Source: an optimization exercise on an open RTL-to-GDS flow (aim: small area, a short achievable clock period and few clock cycles per item). Production flows keep margins and buffers that such runs may drop.
At most, simulation tests tie the RTL to the original design; equivalence was not proved.
Power is estimated from default activity; no workload was simulated.

==> trial 50: inputs <==
==> flow/design.v (excerpt) <==
module llc_tag_store #(
  parameter int unsigned NumLines = DEF_NUM_LINES,
  parameter int unsigned TagWidth = DEF_TAG_WIDTH,
  localparam int unsigned IdxWidth = $clog2(NumLines)
) (
  input  logic                clk_i,
  input  logic                rst_n_i,
  input  logic                req_valid_i,
  output logic                req_ready_o,
  input  logic [MODE_W-1:0]   req_mode_i,
  input  logic [IdxWidth-1:0] req_index_i,
  input  logic [TagWidth-1:0] req_tag_i,
  input  logic                req_dirty_i,
  input  logic [NUM_WAYS-1:0] req_way_i,
  input  logic [NUM_WAYS-1:0] total_lock_i,
  output logic                res_valid_o,
  input  logic                res_ready_i,
  output logic [NUM_WAYS-1:0] res_way_o,
  output logic                res_hit_o,
  output logic                res_evict_o,
  output logic [TagWidth-1:0] res_evict_tag_o
);
Settings: LEC_CHECK=0, ABC_CLOCK_PERIOD_IN_PS=2200, CAP_MARGIN=20, CORE_MARGIN=2, CORE_UTILIZATION=45, CTS_CLUSTER_DIAMETER=100, CTS_CLUSTER_SIZE=30, SETUP_SLACK_MARGIN=2.8, SLEW_MARGIN=20; clock period 5.0 ns.
run.sh (not shown) runs the stock make flow with config.mk's settings and CLKGATE_MAP_FILE= SYNTH_SCRIPT=/design/flow/synth_recipe.tcl, a recipe that flattens the netlist after the stock synthesis.
==> inputs of trial 53, as changes to trial 50 <==
--- a/flow/design.v
+++ b/flow/design.v
@@ -50,25 +50,29 @@
   logic [TagWidth-1:0] b_tag, c_tag;
   logic                b_dty, c_dty;
   logic [W-1:0]        b_way, c_way;
   logic [W-1:0]        b_lock, c_lock;
   logic [TagWidth-1:0] bt [W];
   logic [W-1:0]        bv, bd;
   logic [2:0]          btr;
   logic                wmb;                    
+  logic                w2mb;                   
   logic                samec;                  
   logic [TagWidth-1:0] ct [W];
   logic [W-1:0]        cv, cd, c_eq, f_we;
   logic [2:0]          ctr;
   logic                w_v;
   logic [IdxWidth-1:0] w_idx;
   logic [TagWidth-1:0] w_tag;
   logic [W-1:0]        w_twe, w_val, w_dit;
   logic [2:0]          w_tree;
+  logic [TagWidth-1:0] w2_tag;
+  logic [W-1:0]        w2_twe, w2_val, w2_dit;
+  logic [2:0]          w2_tree;
   localparam int unsigned RspW = W + 2 + TagWidth;
   logic                out_v;
   logic [RspW-1:0]     ring [3];
   logic [1:0]          r_wp, r_rp, r_cnt;
   logic accept, known, pop;
   assign req_ready_o = ready_q;
   assign res_valid_o = out_v;
   assign accept  = req_valid_i & ready_q;
@@ -138,16 +142,21 @@
   end
   always_ff @(posedge clk_i) begin
     w_idx  <= c_idx;
     w_twe  <= tag_we_w;
     w_val  <= new_val;
     w_dit  <= new_dit;
     w_tree <= new_tree;
     w_tag  <= c_tag;
+    w2_tag  <= w_tag;
+    w2_twe  <= w_twe;
+    w2_val  <= w_val;
+    w2_dit  <= w_dit;
+    w2_tree <= w_tree;
   end
   always_ff @(posedge clk_i) begin
     if (w_v) begin
       for (int w = 0; w < W; w++) begin
         if (w_twe[w]) tag_q[w_idx][w] <= w_tag;
       end
       dit_q[w_idx] <= w_dit;
     end
@@ -159,54 +168,44 @@
         tree_q[s] <= '0;
       end
     end else if (w_v) begin
       val_q[w_idx]  <= w_val;
       tree_q[w_idx] <= w_tree;
     end
   end
   logic [NumLines-1:0] in_oh;
-  logic                wm_in;
   logic [TagWidth-1:0] rd_tag [W];
   logic [W-1:0]        rd_val, rd_dit;
   logic [2:0]          rd_tree;
   always_comb begin
     in_oh   = NumLines'(1) << req_index_i;
     rd_val  = '0;
     rd_dit  = '0;
     rd_tree = '0;
     for (int w = 0; w < W; w++) rd_tag[w] = '0;
     for (int s = 0; s < NumLines; s++) begin
       for (int w = 0; w < W; w++) rd_tag[w] = rd_tag[w] | (tag_q[s][w] & {TagWidth{in_oh[s]}});
       rd_val  = rd_val  | (val_q[s]  & {W{in_oh[s]}});
       rd_dit  = rd_dit  | (dit_q[s]  & {W{in_oh[s]}});
       rd_tree = rd_tree | (tree_q[s] & {3{in_oh[s]}});
     end
-    wm_in = w_v & (w_idx == req_index_i);
-    for (int w = 0; w < W; w++) begin
-      if (wm_in & w_twe[w]) rd_tag[w] = w_tag;
-    end
-    if (wm_in) begin
-      rd_val  = w_val;
-      rd_dit  = w_dit;
-      rd_tree = w_tree;
-    end
   end
   logic [TagWidth-1:0] eb_tag [W];
   logic [W-1:0]        eb_val, eb_dit, eq_b;
   logic [2:0]          eb_tree;
   logic                ceq;
   always_comb begin
     for (int w = 0; w < W; w++) begin
-      eb_tag[w] = (wmb & w_twe[w]) ? w_tag : bt[w];
+      eb_tag[w] = (wmb & w_twe[w]) ? w_tag : ((w2mb & w2_twe[w]) ? w2_tag : bt[w]);
       eq_b[w]   = (eb_tag[w] == b_tag);
     end
-    eb_val  = wmb ? w_val  : bv;
-    eb_dit  = wmb ? w_dit  : bd;
-    eb_tree = wmb ? w_tree : btr;
+    eb_val  = wmb ? w_val  : (w2mb ? w2_val  : bv);
+    eb_dit  = wmb ? w_dit  : (w2mb ? w2_dit  : bd);
+    eb_tree = wmb ? w_tree : (w2mb ? w2_tree : btr);
     ceq     = (c_tag == b_tag);
   end
   always_ff @(posedge clk_i) begin
     b_lk   <= req_mode_i[0];
     b_idx  <= req_index_i;
     b_tag  <= req_tag_i;
     b_dty  <= req_dirty_i;
     b_way  <= req_way_i;
@@ -272,19 +271,21 @@
   assign out_v_n = out_load ? (~ring_empty | c_v) : out_v;
   always_ff @(posedge clk_i) begin
     if (!rst_n_i) begin
       ready_q <= 1'b1;
       b_v     <= 1'b0;
       c_v     <= 1'b0;
       out_v   <= 1'b0;
       wmb     <= 1'b0;
+      w2mb    <= 1'b0;
       samec   <= 1'b0;
     end else begin
       ready_q <= (3'(b_v_n) + 3'(b_v) + 3'(out_v_n) + 3'(r_cnt_n)) < 3'd4;
       b_v     <= b_v_n;
       c_v     <= b_v;
       out_v   <= out_v_n;
       wmb     <= c_v & (c_idx == req_index_i);
+      w2mb    <= w_v & (w_idx == req_index_i);
       samec   <= b_v & (b_idx == req_index_i);
     end
   end
 endmodule
- CTS_CLUSTER_DIAMETER: 100 -> 80
- CTS_CLUSTER_SIZE: 30 -> 22
==> inputs of trial 49, as changes to trial 50 <==
- CORE_UTILIZATION: 45 -> 50
- CTS_CLUSTER_DIAMETER: 100 -> 90
- CTS_CLUSTER_SIZE: 30 -> 26
- SETUP_SLACK_MARGIN: 2.8 -> 2.7
==> notes <==
- The lowest maximum frequency belongs to trial 49, the highest to trial 50.
- The lowest combinational power belongs to trial 49, the highest to trial 50.
- Worst setup slack: trial 50 > trial 53 > trial 49.
- Sequential share of layout area, highest first: trial 49, trial 50, trial 53.
- Critical path depth is the same in trial 49 and trial 53.
- Clock power, highest first: trial 53, trial 49, trial 50.
- Count of clock-buffer cells in the layout, lowest first: trial 50, trial 49, trial 53.
- The lowest global-route usage belongs to trial 53, the highest to trial 49.
==> figures <==
	trial 53	trial 49	trial 50
Highest attainable clock frequency	407 MHz	389 MHz	420 MHz
Peak supply drop	0.301 mV	0.253 mV	0.259 mV
Overall die width	331 um	311 um	328 um
Initial core utilization	45.5%	50.5%	45.5%
Parity-gate share of the synthesized area counting xor and xnor cells	1.35%	1.37%	1.37%
Post-synthesis instance area	48000 um^2	47200 um^2	47200 um^2
Clock input transition at the sequential cells of the worst setup and hold paths	0.09 ns	0.10 ns	0.11 ns
Std-Cell Core Area	106000 um^2	93500 um^2	104000 um^2
Mux cell area share after synthesis	2.20%	4.06%	4.06%
Run status	timing/DRC/antenna clean	timing/DRC/antenna clean	timing/DRC/antenna clean
Fraction of area in multi-input gates	23.8%	24.1%	24.3%
Finished layout cell area	55800 um^2	53400 um^2	54700 um^2
Proportion of layout cells with a drive suffix above 1	21.1%	20.5%	23.9%
Critical Path Source	req_index_i[0]	req_index_i[2]	req_index_i[2]
Multi-input combinational cell count	1638	1578	1576
Worst slack at placement	1.31 ns	0.946 ns	1.00 ns
Final weighted congestion of routability-driven global placement	0.919	0.924	0.894
Testbench counts of trial 50, summed over its fixed seeds: cycles 12,024, items 12,000.
Testbench counts of trial 49, summed over its fixed seeds: cycles 12,024, items 12,000.
Function not checked in trial 53: the RTL went through the layout flow alone.

static timing again, ports no longer ideal:
Ports are ideal in the flow. The routed layouts listed here were re-timed in OpenROAD.
Step 1 sets driving cells, clkbuf_16 on the clock port and buf_2 on the other inputs (assumed; they add their load-dependent delay and slew).
Step 2 adds t to the input delays and takes it off the output delays; t is the mean of the earliest and latest rising clock arrival at the registers after step 1. Input paths then give back, and output paths get back, about the clock's delay inside the block.
Three values: ideal ports, drivers, drivers and shift; two values: the first two.
run	t, ns	setup slack, ns	worst register clock-pin slew, ns
trial 50	0.740	2.619 / 2.475 / 1.735	0.12 / 0.12
trial 53	0.733	2.546 / 2.527 / 1.794	0.10 / 0.10
trial 49	0.746	2.429 / 2.315 / 1.568	0.11 / 0.11
After both steps every run listed still meets setup and hold. The setup slack of trial 50, which loses most, moves by -0.144 ns with the drivers and by -0.884 ns with both steps.
